This is an optimization exercise on Yosys and OpenROAD, whose aim is small area and few clock cycles per item, not a production implementation.
Where RTL was checked, it was by simulation tests only, not by an equivalence proof against the original.

==> flow/design.v (excerpt) <==
module barrel_math_pipe #(
  parameter int H_RES   = 1080,
  parameter int V_RES   = 960,
  parameter int COORD_W = 12,
  parameter int FRAC_W  = 3,
  parameter int K_SHIFT = 24
) (
  input  logic               clk,
  input  logic               reset,
  input  logic               gen_en,
  input  logic [1:0]         mode,
  input  logic [15:0]        k_coef,
  output logic [31:0]        tIn_tdata,
  output logic               tIn_tvalid,
  input  logic               tIn_tready,
  input  logic [31:0]        tOut_tdata,
  input  logic               tOut_tvalid,
  output logic               tOut_tready,
  output logic [31:0]        rCin_tdata,
  output logic [15:0]        rPin_tdata,
  output logic               rCin_tvalid,
  output logic               rPin_tvalid,
  input  logic               rCin_tready,
  input  logic               rPin_tready,
  input  logic [31:0]        rOut_tdata,
  input  logic               rOut_tvalid,
  output logic               rOut_tready,
  output logic [COORD_W-1:0] xOut,
  output logic [COORD_W-1:0] yOut,
  output logic               addr_vld,
  input  logic               mem_ready,
  output logic               clipped,
  output logic               frame_done
);
  logic signed [10:0] gx;
  logic signed [9:0]  gy;
  logic               gen_hs, last_col, last_row;
  assign gen_hs    = tIn_tvalid & tIn_tready;
  assign last_col  = (gx == 11'sd539);
  assign last_row  = (gy == -10'sd479);
  assign tIn_tdata = {{3{gy[9]}}, gy, 3'b000, {2{gx[10]}}, gx, 3'b000};
  always_ff @(posedge clk) begin
    if (reset) begin
      gx         <= -11'sd540;
      gy         <= 10'sd480;
      tIn_tvalid <= 1'b0;
      frame_done <= 1'b0;
    end else begin
      frame_done <= gen_hs & last_col & last_row;
      if (!tIn_tvalid || tIn_tready) tIn_tvalid <= gen_en;
      if (gen_hs) begin
        if (last_col) begin
          gx <= -11'sd540;
          gy <= last_row ? 10'sd480 : gy - 10'sd1;
        end else begin
          gx <= gx + 11'sd1;
        end
      end
    end
  end
  logic        en;
  logic        va, vb;
  logic [15:0] ra, pha, ka, rb, phb;
  logic [1:0]  ma;
  logic [31:2] sqa;
  ...
clock: 9.0 ns
lec_check: 0
cap_margin: 20
core_margin: 2
core_utilization: 70
place_density: 0.85
slew_margin: 20
synth_hierarchical: 1
synth_minimum_keep_size: 0
standard.sh (not shown) runs the stock make flow with config.mk's settings and CLKGATE_MAP_FILE= SYNTH_SCRIPT=/design/flow/synth_recipe.tcl, a recipe that flattens the netlist after the stock synthesis.
==> flow/flow/run.sh <==
#!/bin/bash
# Standard layout with smaller port buffers and a clock tree of smaller buffers, without
# dummy loads. Each ORFS step keeps its own log under orfs/logs/; make's output goes to
# flow_make.log.
set -euo pipefail
bash standard.sh \
  'BUFFER_PORTS_ARGS=-buffer_cell sky130_fd_sc_hd__buf_1' \
  'CTS_ARGS=-sink_clustering_enable -sink_clustering_size 12 -repair_clock_nets -dont_use_dummy_load -buf_list sky130_fd_sc_hd__clkbuf_8' \
  finish > flow_make.log 2>&1
Testbench counts at the start, summed over its fixed seeds: cycles 16,016, items 16,000.
==> next run, changes <==
--- a/flow/flow/run.sh
+++ b/flow/flow/run.sh
@@ -4,5 +4,5 @@
 # flow_make.log.
 set -euo pipefail
-bash standard.sh \
+GPL_KEEP_OVERFLOW=0 bash standard.sh \
   'BUFFER_PORTS_ARGS=-buffer_cell sky130_fd_sc_hd__buf_1' \
   'CTS_ARGS=-sink_clustering_enable -sink_clustering_size 12 -repair_clock_nets -dont_use_dummy_load -buf_list sky130_fd_sc_hd__clkbuf_8' \
After rerunning: The new run finished with timing, DRC and antenna clean; non-clock buffer count falls by 19; final area stays flat; hold slack gets better by 7.1 ps; wire length is higher by 1.1%.
==> next run, changes <==
--- a/flow/flow/run.sh
+++ b/flow/flow/run.sh
@@ -4,5 +4,5 @@
 # flow_make.log.
 set -euo pipefail
-GPL_KEEP_OVERFLOW=0 bash standard.sh \
+bash standard.sh \
   'BUFFER_PORTS_ARGS=-buffer_cell sky130_fd_sc_hd__buf_1' \
   'CTS_ARGS=-sink_clustering_enable -sink_clustering_size 12 -repair_clock_nets -dont_use_dummy_load -buf_list sky130_fd_sc_hd__clkbuf_8' \
- CORE_UTILIZATION: 70 -> 80
- PLACE_DENSITY: 0.85 -> 0.92
The changed run finished clean.
Final cell count goes down slightly.
Sequential share of layout area is about the same.
Via count goes up by a few percent.
First-iteration DRC count goes up by well over a third.
Hold slack got worse by 6.8 ps.
Global-route usage goes up by 8.5 points.
Wire length goes up by a little under a tenth.
Worst setup slack got worse by 21 ps.
==> next run, changes <==
- CORE_UTILIZATION: 80 -> 60
- PLACE_DENSITY: 0.92 -> 0.75
- cell area barely changes
- die area rose by a quarter to a third
- maximum frequency rose slightly
- utilization fell by 21 points
- area after synthesis does not change
- synthesized cell count stays the same
- wire length fell by roughly a tenth
==> next run, changes <==
--- a/flow/flow/run.sh
+++ b/flow/flow/run.sh
@@ -4,5 +4,5 @@
 # flow_make.log.
 set -euo pipefail
-bash standard.sh \
+GPL_KEEP_OVERFLOW=0 bash standard.sh \
   'BUFFER_PORTS_ARGS=-buffer_cell sky130_fd_sc_hd__buf_1' \
   'CTS_ARGS=-sink_clustering_enable -sink_clustering_size 12 -repair_clock_nets -dont_use_dummy_load -buf_list sky130_fd_sc_hd__clkbuf_8' \
- CAP_MARGIN: 20 -> 10
- CORE_UTILIZATION: 60 -> 70
- PLACE_DENSITY: 0.75 -> 0.85
- SLEW_MARGIN: 20 -> 10
What happened: Sequential share of layout area shrinks by 0.22 points. Final area grows slightly. Worst setup slack gets worse by 46 ps. Global-route usage grows by 6.5 points. Non-clock buffer count grows by 5. Core utilization grows by 11 points.

---

Setup of violet:
barrel_math_pipe, a different RTL version from the one above (not shown whole).
Size: ~2,800 cells after synthesis, about 180 flip-flops, about 200 I/O pins.
export LEC_CHECK = 0
export CAP_MARGIN = 20
export CORE_MARGIN = 2
export CORE_UTILIZATION = 40
export SLEW_MARGIN = 20
export SYNTH_HIERARCHICAL = 1
export SYNTH_MINIMUM_KEEP_SIZE = 0
create_clock -name core_clock -period 9.0 [get_ports {clk}]
==> flow/flow/run.sh <==
#!/bin/bash
# Standard layout with smaller port buffers and a clock tree of smaller buffers, without
# dummy loads. Each ORFS step keeps its own log under orfs/logs/; make's output goes to
# flow_make.log.
set -euo pipefail
bash standard.sh \
  'BUFFER_PORTS_ARGS=-buffer_cell sky130_fd_sc_hd__buf_1' \
  'CTS_ARGS=-sink_clustering_enable -repair_clock_nets -dont_use_dummy_load -buf_list {sky130_fd_sc_hd__clkbuf_4 sky130_fd_sc_hd__clkbuf_8}' \
  finish > flow_make.log 2>&1
For harbor, these inputs were changed with respect to violet:
diff --git a/flow/config.mk b/flow/config.mk
--- a/flow/config.mk
+++ b/flow/config.mk
@@ -10,2 +10,3 @@
 export CORE_UTILIZATION = 40
+export GPL_TIMING_DRIVEN = 0
 export SLEW_MARGIN = 20
--- outcome ---
harbor vs. violet: met2 layer wire length in the routed design fell by 0.75%, multi-input logic portion of the cell area has decreased.
Between violet and harbor, the flow reports final routed wire length divided by cell count decreasing slightly.
Compared with violet, in harbor final core area utilization higher, amount of wire on met3 after detailed routing lower, maximum clock frequency roughly the same.
Function was not checked in any run of this note: the RTL went through the layout flow alone.

[re-timing with driven ports]
The flow's constraints put no driver on any port. The routed layouts listed below were extracted and timed again, unchanged, in two steps.
Step 1 (the two cells are an assumption about what drives the block):
set clk [get_ports {clk}]
set_driving_cell -lib_cell sky130_fd_sc_hd__clkbuf_16 $clk
set_driving_cell -lib_cell sky130_fd_sc_hd__buf_2 [delete_from_list [all_inputs] $clk]
Step 2 moves the port delays by t, midway between the first and last clock arrival at a register: inputs arrive t later, outputs are due t later. That takes back most of the time a late clock gives input paths.
a / b / c = no drivers / after step 1 / after step 2; a / b = the first two.
run | shift t [ns] | setup slack, ns | clock arrival spread, ns | worst register clock-pin slew, ns | cell pins on the clock port's net
the first run of note 1 | 0.516 | 0.284 / 0.284 / 0.284 | 0.037 / 0.037 | 0.10 / 0.10 | 1
the second run of note 1 | 0.521 | 0.286 / 0.241 / 0.347 | 0.038 / 0.038 | 0.10 / 0.10 | 1
the third run of note 1 | 0.516 | 0.266 / 0.216 / 0.339 | 0.052 / 0.052 | 0.12 / 0.12 | 1
the fourth run of note 1 | 0.548 | 0.342 / 0.296 / 0.459 | 0.047 / 0.046 | 0.11 / 0.11 | 1
the fifth run of note 1 | 0.519 | 0.296 / 0.251 / 0.342 | 0.044 / 0.044 | 0.11 / 0.11 | 1
violet | 0.584 | 0.353 / 0.300 / 0.565 | 0.050 / 0.050 | 0.11 / 0.11 | 1
harbor | 0.585 | 0.340 / 0.340 / 0.340 | 0.057 / 0.057 | 0.12 / 0.12 | 1
After both steps setup and hold are still met in every run listed.
